Context: an optimization exercise on an open-source flow, tuned for small area. The choices shown serve that exercise and are no tape-out recipe. In this exercise RTL edits were held to simulation tests only and were not proved equivalent to the original. No activity file was given, so power comes from the tool's default toggle rates.

==> flow/config.mk <==
export PLATFORM = sky130hd
export DESIGN_NAME = cpu_top
export DESIGN_NICKNAME = cpu_top
export VERILOG_FILES = /design/flow/design.v
export SDC_FILE = /design/flow/constraint.sdc
export NUM_CORES = 4
export LEC_CHECK = 0
export CAP_MARGIN = 20
export CORE_MARGIN = 2
export CORE_UTILIZATION = 40
export SLEW_MARGIN = 20
==> flow/constraint.sdc <==
create_clock -name core_clock -period 5.0 [get_ports {clk}]
set_input_delay 1.0000 -clock core_clock [delete_from_list [all_inputs] [get_ports {clk}]]
set_output_delay 1.0000 -clock core_clock [all_outputs]
set_load 0.01 [all_outputs]
==> flow/design.v <==
`timescale 1ns/100ps
`default_nettype none
package cpu_pkg;
    localparam int DATA_W       = 4;
    localparam int PC_W         = 4;
    localparam int INSTR_W      = 16;
    localparam int REG_ADDR_W   = 3;
    localparam int NUM_REGS     = 8;
    localparam int IMEM_DEPTH   = 16;
    localparam int DMEM_DEPTH   = 16;
    localparam int STALL_CYCLES = 4;                      
    localparam int STALL_CNT_W  = $clog2(STALL_CYCLES);
    typedef logic [DATA_W-1:0]     data_t;
    typedef logic [PC_W-1:0]       pc_t;
    typedef logic [REG_ADDR_W-1:0] reg_addr_t;
    typedef enum logic [3:0] {
        NOP   = 4'd0,
        ADD   = 4'd1,    
        ADDI  = 4'd2,    
        AND   = 4'd3,
        LOAD  = 4'd4,    
        STORE = 4'd5,    
        XOR   = 4'd6,
        BEQ   = 4'd7,    
        JUMP  = 4'd8
    } opcode_e;
    typedef struct packed {
        opcode_e    opcode;
        reg_addr_t  rd;
        reg_addr_t  rs1;
        reg_addr_t  rs2;
        logic [2:0] imm;     
    } r_instr_t;
    typedef struct packed {
        opcode_e    opcode;
        reg_addr_t  rs1;
        reg_addr_t  rs2;
        logic [1:0] spare;
        pc_t        target;
    } b_instr_t;
    typedef union packed {
        r_instr_t r;
        b_instr_t b;
    } instr_u;
    typedef enum logic [1:0] {
        RUN   = 2'd0,
        STALL = 2'd1,
        FLUSH = 2'd2,
        LOCK  = 2'd3
    } ctrl_state_e;
endpackage
`default_nettype wire
`timescale 1ns/100ps
`default_nettype none
module hold_timer (
    input  logic clk,
    input  logic reset,
    input  logic i_start,
    output logic o_expired
);
    logic                   running;
    logic [cpu_pkg::STALL_CNT_W-1:0] count;
    always_ff @(posedge clk or posedge reset) begin
        if (reset) begin
            running <= 1'b0;
            count   <= '0;
        end else if (i_start) begin
            running <= 1'b1;
            count   <= cpu_pkg::STALL_CNT_W'(cpu_pkg::STALL_CYCLES - 1);
        end else if (running) begin
            if (count == '0) begin
                running <= 1'b0;             
            end else begin
                count <= count - 1'b1;
            end
        end
    end
    assign o_expired = running && count == '0;
endmodule
`default_nettype wire
`timescale 1ns/100ps
`default_nettype none
module pipe_ctrl_fsm (
    input  logic        clk,
    input  logic        reset,
    input  logic        i_hazard,
    input  logic        i_flush_req,
    input  logic        i_lock_req,
    input  logic        i_unlock_req,
    input  logic        i_auth_valid,
    output logic        o_hold,
    output logic        o_flush,
    output cpu_pkg::ctrl_state_e o_state
);
    cpu_pkg::ctrl_state_e state;
    cpu_pkg::ctrl_state_e state_nxt;
    logic        timer_start;
    logic        timer_expired;
    hold_timer i_timer (
        .clk       (clk),
        .reset     (reset),
        .i_start   (timer_start),
        .o_expired (timer_expired)
    );
    always_comb begin
        state_nxt   = state;
        timer_start = 1'b0;
        if (state == cpu_pkg::LOCK) begin
            if (i_unlock_req && i_auth_valid) begin
                state_nxt = cpu_pkg::RUN;             
            end
        end else if (i_lock_req) begin
            state_nxt = cpu_pkg::LOCK;
        end else if (i_flush_req) begin
            state_nxt = cpu_pkg::FLUSH;
        end else begin
            case (state)
                cpu_pkg::RUN: begin
                    if (i_hazard) begin
                        state_nxt   = cpu_pkg::STALL;
                        timer_start = 1'b1;
                    end
                end
                cpu_pkg::STALL:   if (timer_expired) state_nxt = cpu_pkg::RUN;
                default: state_nxt = cpu_pkg::RUN;    
            endcase
        end
    end
    always_ff @(posedge clk or posedge reset) begin
        if (reset) begin
            state <= cpu_pkg::RUN;
        end else begin
            state <= state_nxt;
        end
    end
    assign o_hold  = state == cpu_pkg::STALL;
    assign o_flush = state == cpu_pkg::FLUSH || state == cpu_pkg::LOCK;    
    assign o_state = state;
endmodule
`default_nettype wire
`timescale 1ns/100ps
`default_nettype none
module register_file (
    input  logic      clk,
    input  logic      reset,
    input  logic      i_we,
    input  cpu_pkg::reg_addr_t i_waddr,
    input  cpu_pkg::data_t     i_wdata,
    input  cpu_pkg::reg_addr_t i_raddr1,
    input  cpu_pkg::reg_addr_t i_raddr2,
    output cpu_pkg::data_t     o_rdata1,
    output cpu_pkg::data_t     o_rdata2
);
    cpu_pkg::data_t regs [cpu_pkg::NUM_REGS];
    always_ff @(posedge clk or posedge reset) begin
        if (reset) begin
            for (int i = 0; i < cpu_pkg::NUM_REGS; i++) begin
                regs[i] <= '0;
            end
        end else if (i_we && i_waddr != '0) begin
            regs[i_waddr] <= i_wdata;
        end
    end
    function automatic logic [cpu_pkg::DATA_W-1:0] read_port(cpu_pkg::reg_addr_t addr);
        logic [cpu_pkg::DATA_W-1:0] val;
        if (addr == '0) begin
            val = '0;                    
        end else if (i_we && addr == i_waddr) begin
            val = i_wdata;               
        end else begin
            val = regs[addr];
        end
        read_port = val;
    endfunction
    always_comb begin
        o_rdata1 = read_port(i_raddr1);
        o_rdata2 = read_port(i_raddr2);
    end
endmodule
`default_nettype wire
`timescale 1ns/100ps
`default_nettype none
module fetch_decode (
    input  logic      clk,
    input  logic      reset,
    input  logic      i_hold,
    input  logic      i_flush,
    input  logic      i_redirect_valid,
    input  cpu_pkg::pc_t       i_redirect_pc,
    input  logic      i_imem_we,
    input  cpu_pkg::pc_t       i_imem_addr,
    input  cpu_pkg::instr_u    i_imem_data,
    output cpu_pkg::reg_addr_t o_rs1_addr,
    output cpu_pkg::reg_addr_t o_rs2_addr,
    input  cpu_pkg::data_t     i_rs1_data,
    input  cpu_pkg::data_t     i_rs2_data,
    output cpu_pkg::pc_t       o_pc,
    output logic      o_id_ex_valid,
    output cpu_pkg::opcode_e   o_id_ex_op,
    output cpu_pkg::reg_addr_t o_id_ex_rd,
    output cpu_pkg::reg_addr_t o_id_ex_rs1,
    output cpu_pkg::reg_addr_t o_id_ex_rs2,
    output cpu_pkg::data_t     o_id_ex_rs1_data,
    output cpu_pkg::data_t     o_id_ex_rs2_data,
    output cpu_pkg::data_t     o_id_ex_imm,
    output cpu_pkg::pc_t       o_id_ex_target
);
    cpu_pkg::pc_t                pc;
    logic [cpu_pkg::INSTR_W-1:0] imem [cpu_pkg::IMEM_DEPTH];
    logic               if_id_valid;
    cpu_pkg::instr_u             if_id_instr;
    cpu_pkg::opcode_e   id_op;
    cpu_pkg::reg_addr_t id_rd;
    cpu_pkg::reg_addr_t id_rs1;
    cpu_pkg::reg_addr_t id_rs2;
    cpu_pkg::data_t     id_imm;
    always_ff @(posedge clk or posedge reset) begin
        if (reset) begin
            pc <= '0;
        end else if (i_flush) begin
            pc <= '0;
        end else if (!i_hold) begin
            pc <= i_redirect_valid ? i_redirect_pc : pc + 1'b1;    
        end
    end
    always_ff @(posedge clk or posedge reset) begin
        if (reset) begin
            for (int i = 0; i < cpu_pkg::IMEM_DEPTH; i++) begin
                imem[i] <= '0;
            end
        end else if (i_imem_we) begin
            imem[i_imem_addr] <= i_imem_data;
        end
    end
    always_ff @(posedge clk or posedge reset) begin
        if (reset) begin
            if_id_valid <= 1'b0;
        end else if (i_flush) begin
            if_id_valid <= 1'b0;
        end else if (!i_hold) begin
            if_id_valid <= !i_redirect_valid;    
        end
    end
    always_ff @(posedge clk) begin
        if (!i_hold) begin
            if_id_instr <= imem[pc];
        end
    end
    always_comb begin
        id_op  = cpu_pkg::NOP;
        id_rd  = '0;
        id_rs1 = '0;
        id_rs2 = '0;
        id_imm = '0;
        case (if_id_instr.r.opcode)
            cpu_pkg::ADD, cpu_pkg::AND, cpu_pkg::XOR: begin
                id_op  = if_id_instr.r.opcode;
                id_rd  = if_id_instr.r.rd;
                id_rs1 = if_id_instr.r.rs1;
                id_rs2 = if_id_instr.r.rs2;
            end
            cpu_pkg::ADDI, cpu_pkg::LOAD: begin
                id_op  = if_id_instr.r.opcode;
                id_rd  = if_id_instr.r.rd;
                id_rs1 = if_id_instr.r.rs1;
                id_imm = cpu_pkg::data_t'(if_id_instr.r.imm);
            end
            cpu_pkg::STORE: begin
                id_op  = cpu_pkg::STORE;
                id_rs1 = if_id_instr.r.rs1;
                id_rs2 = if_id_instr.r.rs2;     
                id_imm = cpu_pkg::data_t'(if_id_instr.r.imm);
            end
            cpu_pkg::BEQ: begin
                id_op  = cpu_pkg::BEQ;
                id_rs1 = if_id_instr.b.rs1;
                id_rs2 = if_id_instr.b.rs2;
            end
            cpu_pkg::JUMP:    id_op = cpu_pkg::JUMP;
            default: id_op = cpu_pkg::NOP;               
        endcase
    end
    assign o_rs1_addr = id_rs1;
    assign o_rs2_addr = id_rs2;
    assign o_pc       = pc;
    always_ff @(posedge clk or posedge reset) begin
        if (reset) begin
            o_id_ex_valid <= 1'b0;
        end else if (i_flush) begin
            o_id_ex_valid <= 1'b0;
        end else if (!i_hold) begin
            o_id_ex_valid <= if_id_valid && !i_redirect_valid;
        end
    end
    always_ff @(posedge clk) begin
        if (!i_hold) begin
            o_id_ex_op       <= id_op;
            o_id_ex_rd       <= id_rd;
            o_id_ex_rs1      <= id_rs1;
            o_id_ex_rs2      <= id_rs2;
            o_id_ex_rs1_data <= i_rs1_data;
            o_id_ex_rs2_data <= i_rs2_data;
            o_id_ex_imm      <= id_imm;
            o_id_ex_target   <= if_id_instr.b.target;
        end
    end
endmodule
`default_nettype wire
`timescale 1ns/100ps
`default_nettype none
module execute_mem (
    input  logic      clk,
    input  logic      reset,
    input  logic      i_hold,
    input  logic      i_flush,
    input  logic      i_id_ex_valid,
    input  cpu_pkg::opcode_e   i_id_ex_op,
    input  cpu_pkg::reg_addr_t i_id_ex_rd,
    input  cpu_pkg::reg_addr_t i_id_ex_rs1,
    input  cpu_pkg::reg_addr_t i_id_ex_rs2,
    input  cpu_pkg::data_t     i_id_ex_rs1_data,
    input  cpu_pkg::data_t     i_id_ex_rs2_data,
    input  cpu_pkg::data_t     i_id_ex_imm,
    input  cpu_pkg::pc_t       i_id_ex_target,
    output logic      o_redirect_valid,
    output cpu_pkg::pc_t       o_redirect_pc,
    output logic      o_wb_valid,
    output cpu_pkg::reg_addr_t o_wb_addr,
    output cpu_pkg::data_t     o_wb_data
);
    logic      advance;          
    cpu_pkg::data_t     op_a;
    cpu_pkg::data_t     op_b;
    cpu_pkg::data_t     alu_out;
    logic      taken;
    logic      ex_mem_wr;
    logic      ex_mem_store;
    logic      ex_mem_load;
    cpu_pkg::reg_addr_t ex_mem_rd;
    cpu_pkg::data_t     ex_mem_result;    
    cpu_pkg::data_t     ex_mem_sdata;
    cpu_pkg::data_t     mem_result;
    cpu_pkg::data_t     dmem [cpu_pkg::DMEM_DEPTH];
    logic      mem_wb_wr;
    cpu_pkg::reg_addr_t mem_wb_rd;
    cpu_pkg::data_t     mem_wb_data;
    assign advance = !i_hold && !i_flush;
    function automatic logic [cpu_pkg::DATA_W-1:0] fwd(cpu_pkg::reg_addr_t src, cpu_pkg::data_t rf_data);
        logic [cpu_pkg::DATA_W-1:0] val;
        val = rf_data;
        if (src != '0 && ex_mem_wr && ex_mem_rd == src) begin
            val = mem_result;                    
        end else if (src != '0 && mem_wb_wr && mem_wb_rd == src) begin
            val = mem_wb_data;
        end
        fwd = val;
    endfunction
    always_comb begin
        op_a = fwd(i_id_ex_rs1, i_id_ex_rs1_data);
        op_b = fwd(i_id_ex_rs2, i_id_ex_rs2_data);
        case (i_id_ex_op)
            cpu_pkg::ADD:     alu_out = op_a + op_b;
            cpu_pkg::AND:     alu_out = op_a & op_b;
            cpu_pkg::XOR:     alu_out = op_a ^ op_b;
            default: alu_out = op_a + i_id_ex_imm;   
        endcase
    end
    assign taken = i_id_ex_valid &&
                   (i_id_ex_op == cpu_pkg::JUMP || (i_id_ex_op == cpu_pkg::BEQ && op_a == op_b));
    assign o_redirect_valid = taken && advance;
    assign o_redirect_pc    = i_id_ex_target;
    always_ff @(posedge clk or posedge reset) begin
        if (reset) begin
            ex_mem_wr    <= 1'b0;
            ex_mem_store <= 1'b0;
        end else if (i_flush) begin
            ex_mem_wr    <= 1'b0;
            ex_mem_store <= 1'b0;
        end else if (!i_hold) begin
            ex_mem_wr    <= i_id_ex_valid && i_id_ex_rd != '0;
            ex_mem_store <= i_id_ex_valid && i_id_ex_op == cpu_pkg::STORE;
        end
    end
    always_ff @(posedge clk) begin
        if (!i_hold) begin
            ex_mem_load   <= i_id_ex_op == cpu_pkg::LOAD;
            ex_mem_rd     <= i_id_ex_rd;
            ex_mem_result <= alu_out;
            ex_mem_sdata  <= op_b;
        end
    end
    always_ff @(posedge clk or posedge reset) begin
        if (reset) begin
            for (int i = 0; i < cpu_pkg::DMEM_DEPTH; i++) begin
                dmem[i] <= '0;
            end
        end else if (ex_mem_store && advance) begin
            dmem[ex_mem_result] <= ex_mem_sdata;
        end
    end
    assign mem_result = ex_mem_load ? dmem[ex_mem_result] : ex_mem_result;
    always_ff @(posedge clk or posedge reset) begin
        if (reset) begin
            mem_wb_wr <= 1'b0;
        end else if (i_flush) begin
            mem_wb_wr <= 1'b0;
        end else if (!i_hold) begin
            mem_wb_wr <= ex_mem_wr;
        end
    end
    always_ff @(posedge clk) begin
        if (!i_hold) begin
            mem_wb_rd   <= ex_mem_rd;
            mem_wb_data <= mem_result;
        end
    end
    assign o_wb_valid = mem_wb_wr && advance;
    assign o_wb_addr  = mem_wb_rd;
    assign o_wb_data  = mem_wb_data;
endmodule
`default_nettype wire
`timescale 1ns/100ps
`default_nettype none
module cpu_top (
    input  logic        clk,
    input  logic        reset,
    input  logic        i_imem_we,
    input  cpu_pkg::pc_t         i_imem_addr,
    input  cpu_pkg::instr_u      i_imem_data,
    input  logic        i_hazard,
    input  logic        i_flush_req,
    input  logic        i_lock_req,
    input  logic        i_unlock_req,
    input  logic        i_auth_valid,
    output cpu_pkg::pc_t         o_pc,
    output cpu_pkg::ctrl_state_e o_state,
    output logic        o_wb_valid,
    output cpu_pkg::reg_addr_t   o_wb_addr,
    output cpu_pkg::data_t       o_wb_data
);
    logic      hold;
    logic      flush;
    logic      redirect_valid;
    cpu_pkg::pc_t       redirect_pc;
    cpu_pkg::reg_addr_t rs1_addr;
    cpu_pkg::reg_addr_t rs2_addr;
    cpu_pkg::data_t     rs1_data;
    cpu_pkg::data_t     rs2_data;
    logic      id_ex_valid;
    cpu_pkg::opcode_e   id_ex_op;
    cpu_pkg::reg_addr_t id_ex_rd;
    cpu_pkg::reg_addr_t id_ex_rs1;
    cpu_pkg::reg_addr_t id_ex_rs2;
    cpu_pkg::data_t     id_ex_rs1_data;
    cpu_pkg::data_t     id_ex_rs2_data;
    cpu_pkg::data_t     id_ex_imm;
    cpu_pkg::pc_t       id_ex_target;
    pipe_ctrl_fsm i_ctrl (
        .clk          (clk),
        .reset        (reset),
        .i_hazard     (i_hazard),
        .i_flush_req  (i_flush_req),
        .i_lock_req   (i_lock_req),
        .i_unlock_req (i_unlock_req),
        .i_auth_valid (i_auth_valid),
        .o_hold       (hold),
        .o_flush      (flush),
        .o_state      (o_state)
    );
    fetch_decode i_fetch (
        .clk              (clk),
        .reset            (reset),
        .i_hold           (hold),
        .i_flush          (flush),
        .i_redirect_valid (redirect_valid),
        .i_redirect_pc    (redirect_pc),
        .i_imem_we        (i_imem_we),
        .i_imem_addr      (i_imem_addr),
        .i_imem_data      (i_imem_data),
        .o_rs1_addr       (rs1_addr),
        .o_rs2_addr       (rs2_addr),
        .i_rs1_data       (rs1_data),
        .i_rs2_data       (rs2_data),
        .o_pc             (o_pc),
        .o_id_ex_valid    (id_ex_valid),
        .o_id_ex_op       (id_ex_op),
        .o_id_ex_rd       (id_ex_rd),
        .o_id_ex_rs1      (id_ex_rs1),
        .o_id_ex_rs2      (id_ex_rs2),
        .o_id_ex_rs1_data (id_ex_rs1_data),
        .o_id_ex_rs2_data (id_ex_rs2_data),
        .o_id_ex_imm      (id_ex_imm),
        .o_id_ex_target   (id_ex_target)
    );
    execute_mem i_exec (
        .clk              (clk),
        .reset            (reset),
        .i_hold           (hold),
        .i_flush          (flush),
        .i_id_ex_valid    (id_ex_valid),
        .i_id_ex_op       (id_ex_op),
        .i_id_ex_rd       (id_ex_rd),
        .i_id_ex_rs1      (id_ex_rs1),
        .i_id_ex_rs2      (id_ex_rs2),
        .i_id_ex_rs1_data (id_ex_rs1_data),
        .i_id_ex_rs2_data (id_ex_rs2_data),
        .i_id_ex_imm      (id_ex_imm),
        .i_id_ex_target   (id_ex_target),
        .o_redirect_valid (redirect_valid),
        .o_redirect_pc    (redirect_pc),
        .o_wb_valid       (o_wb_valid),
        .o_wb_addr        (o_wb_addr),
        .o_wb_data        (o_wb_data)
    );
    register_file i_regfile (
        .clk      (clk),
        .reset    (reset),
        .i_we     (o_wb_valid),      
        .i_waddr  (o_wb_addr),
        .i_wdata  (o_wb_data),
        .i_raddr1 (rs1_addr),
        .i_raddr2 (rs2_addr),
        .o_rdata1 (rs1_data),
        .o_rdata2 (rs2_data)
    );
endmodule
`default_nettype wire
==> flow/run.sh <==
#!/bin/bash
# synth_recipe.tcl (not shown) runs the flow's synth.tcl, then flattens the netlist and writes it again
# the make line also repeats each setting of config.mk as NAME=value (left out here)
make -C /OpenROAD-flow-scripts/flow DESIGN_CONFIG=/design/flow/config.mk WORK_HOME=/design/flow/orfs CLKGATE_MAP_FILE= SYNTH_SCRIPT=/design/flow/synth_recipe.tcl finish
==> results.yml <==
placement:
  dpl_cell_area_mm2: 0.02142
  place_congestion: 0.8686
  hpwl_um: 34690
  portBuffers: 41
setup_path:
  cp_max_fo: 29
  cp.required_ns: 5.45
  worst_ep_arrival_time_ns: 4.78
  startpoint_type: "register"
  end_kind: "register"
  criticalPathCategory: "reg -> reg"
global_routing:
  grt_pass1_vias: 13880
  gr-total-overflow: 0
  grt_start_max_net_pins: 141
  gr-usage-all-layers_pct: 20.87
  antenna_found_initial: 2
  grt_first_pass_wirelength_um: 84900
timing:
  final_max_slew_viol_count: 0
  worst_pin_slew_ns: 1.047
  max_freq_mhz: 231.2
  hold_slack_ns: 0.4345
  hold_viol_final: 0
  fin_tns_setup_ns: 0
  min_period_over_period_pct: 86.50
  fin_skew_ns: 0.03339
  slew_headroom_pct: 30.03
  setup_violations: 0
  rsz0062_at_grt: "false"
  period_needed_ns: 4.325
power:
  p_clk_share_pct: 33.3
  powerDensity_mw_per_mm2: 465.6
  p_leak_nw: 9.646
  seq_power_share_pct: 46.5
  power_frac_comb_pct: 20.2
  netSwitchingFraction_pct: 30.22
  vdd_ir_drop_max_mv: 0.2887
  internal_power_w: 0.007480
  power.switching_w: 0.003240
  p_total_w: 0.01072
hold_path:
  hp-class: "reg -> reg"
route:
  detail_route.first_pass.iterations: 5
  ant_nets: 0
  drc: 0
  via_per_inst: 5.773
  drtIter0Drc: 964
  drt_wl_total_um: 54280
  num_vias: 13650
  wl_per_cell_um: 22.96
cts:
  path_clk_slew_ns: 0.06
  clk_latency_ns: 0.59
  cts_root_buf: "clkbuf_16"
  numCtsBuffers: 47
  cts_tree: "done"
  clk_path_buf_depth: 3
  post_cts_buffers: 0
  holdBufCountCts: 0
  cts.sinks: 425
  cts_max_level: 2
  ctsResizeCount: 0
floorplan:
  initial_core_util_pct: 40.50
  dieWidth_um: 229.4
  pin_count: 42
  core_area_mm2: 0.05017
  rows: 82
  dieArea_mm2: 0.05262
  die_y_um: 229.4
cells_and_area:
  drive_gt1_share_pct: 30.04
  design_area_mm2: 0.02303
  fillers: 4534
  area_growth_pct: 13.33
  layout.nets: 1696
synthesis:
  ys_seq_area_share_pct: 53.89
  synth.net_count: 1680
  synth_area_leader_cell: "dfrtp_1"
  synth_area_mm2: 0.02032
  avgSynthCellArea_um2: 12.40
  synth_most_common_cell: "dfrtp_1"
  synth_cell_types: 84
  ys_ff_latch: 425
  synth_area_leaders: "dfrtp_1, mux2_2, edfxtp_1"
  yosys_warnings: 8
  synth_edf_count: 63
  synth-main-ff-cell: "dfrtp_1"
  synth_common_cells: "dfrtp_1, mux2_2, nand2_1, nor2_1, clkbuf_1"
  synth.top_cell.area_share_pct: 44.58
  async_reset_ff_share_pct: 85.18
  synthCells: 1639
flow_run:
  maxCapViolCount: 0
status:
  status: "no timing/DRC/antenna violations"
## cell families (layout without fill, tap and decap cells)
family                     count (synthesis)  in the layout  share of synthesized area (%)
DFF                                      425            425                          53.89
muxes                                    404            404                          22.34
and+or+nand+nor                          333            333                          8.424
AOI/OAI and AO/OA                        307            307                          10.75
buffers and inverters                    142            194                          3.036
xor gates and xnor gates                  15             15                         0.7143
adders and majority gates                 13             13                         0.8375
other                                      0              1                              0
## metal layers
layer,track usage [%],vias up,part of all wire [%]
met5,0,-,0.022
met4,5.804,2,2.2
met3,2.988,73,4.4
met2,34.52,329,48
met1,28.64,7136,45
li1,-,6107,-
## power by group through the flow
stage / sequential [W] / combinational (W) / clock [W]
2_1_floorplan: 0.00470 / 0.00183 / 0
3_3_place_gp: 0.00501 / 0.00211 / 0
3_5_place_dp: 0.00504 / 0.00216 / 0
4_1_cts: 0.00498 / 0.00217 / 0.00364
5_1_grt: 0.00510 / 0.00239 / 0.00379
6_report: 0.00499 / 0.00217 / 0.00357
## through the flow
stage	instances	util [%]	setup slack, ns
3_5_place_dp	2278	42.69	0.8011
2_1_floorplan	1639	-	-0.8543
4_1_cts	2363	45.89	0.7346
5_1_grt	2364	45.90	0.2134
3_3_place_gp	2278	42.69	0.8550
6_report	2364	45.90	0.6750
## final timing paths
| path | startpoint | endpoint | slack, ns | cells after the start |
|---|---|---|---|---|
| max | i_exec.ex_mem_result[3] | i_fetch.pc[2] | 0.68 | 15 |
| min | i_fetch.o_id_ex_target[0] | i_fetch.pc[0] | 0.43 | 2 |
| max reg2reg | i_exec.ex_mem_result[3] | i_fetch.pc[2] | 0.68 | 15 |
| min reg2reg | i_fetch.o_id_ex_target[0] | i_fetch.pc[0] | 0.43 | 2 |
| max in group asynchronous | reset | i_fetch.imem[5][3] | 3.29 | 3 |
| min in group asynchronous | reset | i_fetch.imem[14][10] | 1.00 | 3 |
## worst max-delay path, stage by stage, from the launching register on
cell and delay (ns):
edfxtp_1 0.98, mux2i_1 0.31, a21oi_1 0.10, a2111oi_0 0.67, a2bb2oi_1 0.31, inv_1 0.10
a21o_1 0.18, ha_1 0.29, nor4_1 0.31, nand4_1 0.14, a21oi_1 0.15, buf_4 0.18
nor2_1 0.08, nand3b_1 0.13, a21oi_1 0.07, a21o_1 0.17
## registers in the layout (all words and copies together) (netlist names), 2 cells and up
name	cells
i_exec.mem_wb_rd	3
i_ctrl.state	2
i_fetch.o_id_ex_rs2_data	4
i_regfile.regs	28
i_fetch.o_id_ex_op	4
i_fetch.pc	4
i_fetch.o_id_ex_rs1_data	4
i_exec.dmem	64
i_exec.ex_mem_sdata	4
i_fetch.imem	256
i_fetch.o_id_ex_imm	3
i_exec.mem_wb_data	4
i_fetch.o_id_ex_rs2	3
i_fetch.if_id_instr	16
i_ctrl.i_timer.count	2
i_fetch.o_id_ex_rd	3
i_exec.ex_mem_rd	3
i_fetch.o_id_ex_target	4
i_fetch.o_id_ex_rs1	3
i_exec.ex_mem_result	4
## cells in the final DEF (no fill, tap or decap), drive strengths merged, types with 9 or more instances in the layout
cell	instances
a211oi	9
a21oi	59
a221oi	14
a222oi	16
a22o	13
a22oi	30
a31oi	15
and2	15
and3	14
buf	43
clkbuf	66
clkdlybuf4s50	41
clkinv	11
dfrtp	362
edfxtp	63
ha	12
inv	26
mux2	356
mux2i	44
nand2	95
nand2b	14
nand3	34
nor2	78
nor2b	19
nor3	10
nor3b	11
o21ai	68
o22ai	14
## cell type report
type                       instances  area (um^2)  area share (%)
clock inverter                    19        236.5           1.027
timing repair buffer              84        745.7           3.239
clock buffer                      66         1369           5.945
inverter                          25        97.59          0.4238
multi-input combinational       1072         8781           38.14
sequential                       425        10950           47.57
antenna                            1        2.502         0.01087
tap                              672        840.8           3.652

[separate check: timing with driven ports]
The flow's constraints put no driver on any port. The routed layout listed below was extracted and timed again, unchanged, in two steps. Step 1 (the two cells are an assumption about what drives the block):
set clk [get_ports {clk}]
set_driving_cell -lib_cell sky130_fd_sc_hd__clkbuf_16 $clk
set_driving_cell -lib_cell sky130_fd_sc_hd__buf_2 [delete_from_list [all_inputs] $clk]
Step 2, shift: input delay + t, output delay - t, t = (earliest + latest rising clock arrival at the registers) / 2. This alone moves slack from input paths to output paths. Slacks: ideal ports / drivers / drivers and shift; pairs: ideal ports / drivers.
t, ns: 0.637
slack for setup (ns): 0.675 / 0.675 / 0.675
hold slack, ns: 0.435 / 0.435 / 0.435
latest minus earliest clock arrival (ns): 0.034 / 0.035
slew at the worst register clock pin (ns): 0.06 / 0.06
After both steps this run still meets setup and hold. The setup slack of this run moves by 0.000 ns with the drivers and by 0.000 ns with both steps.
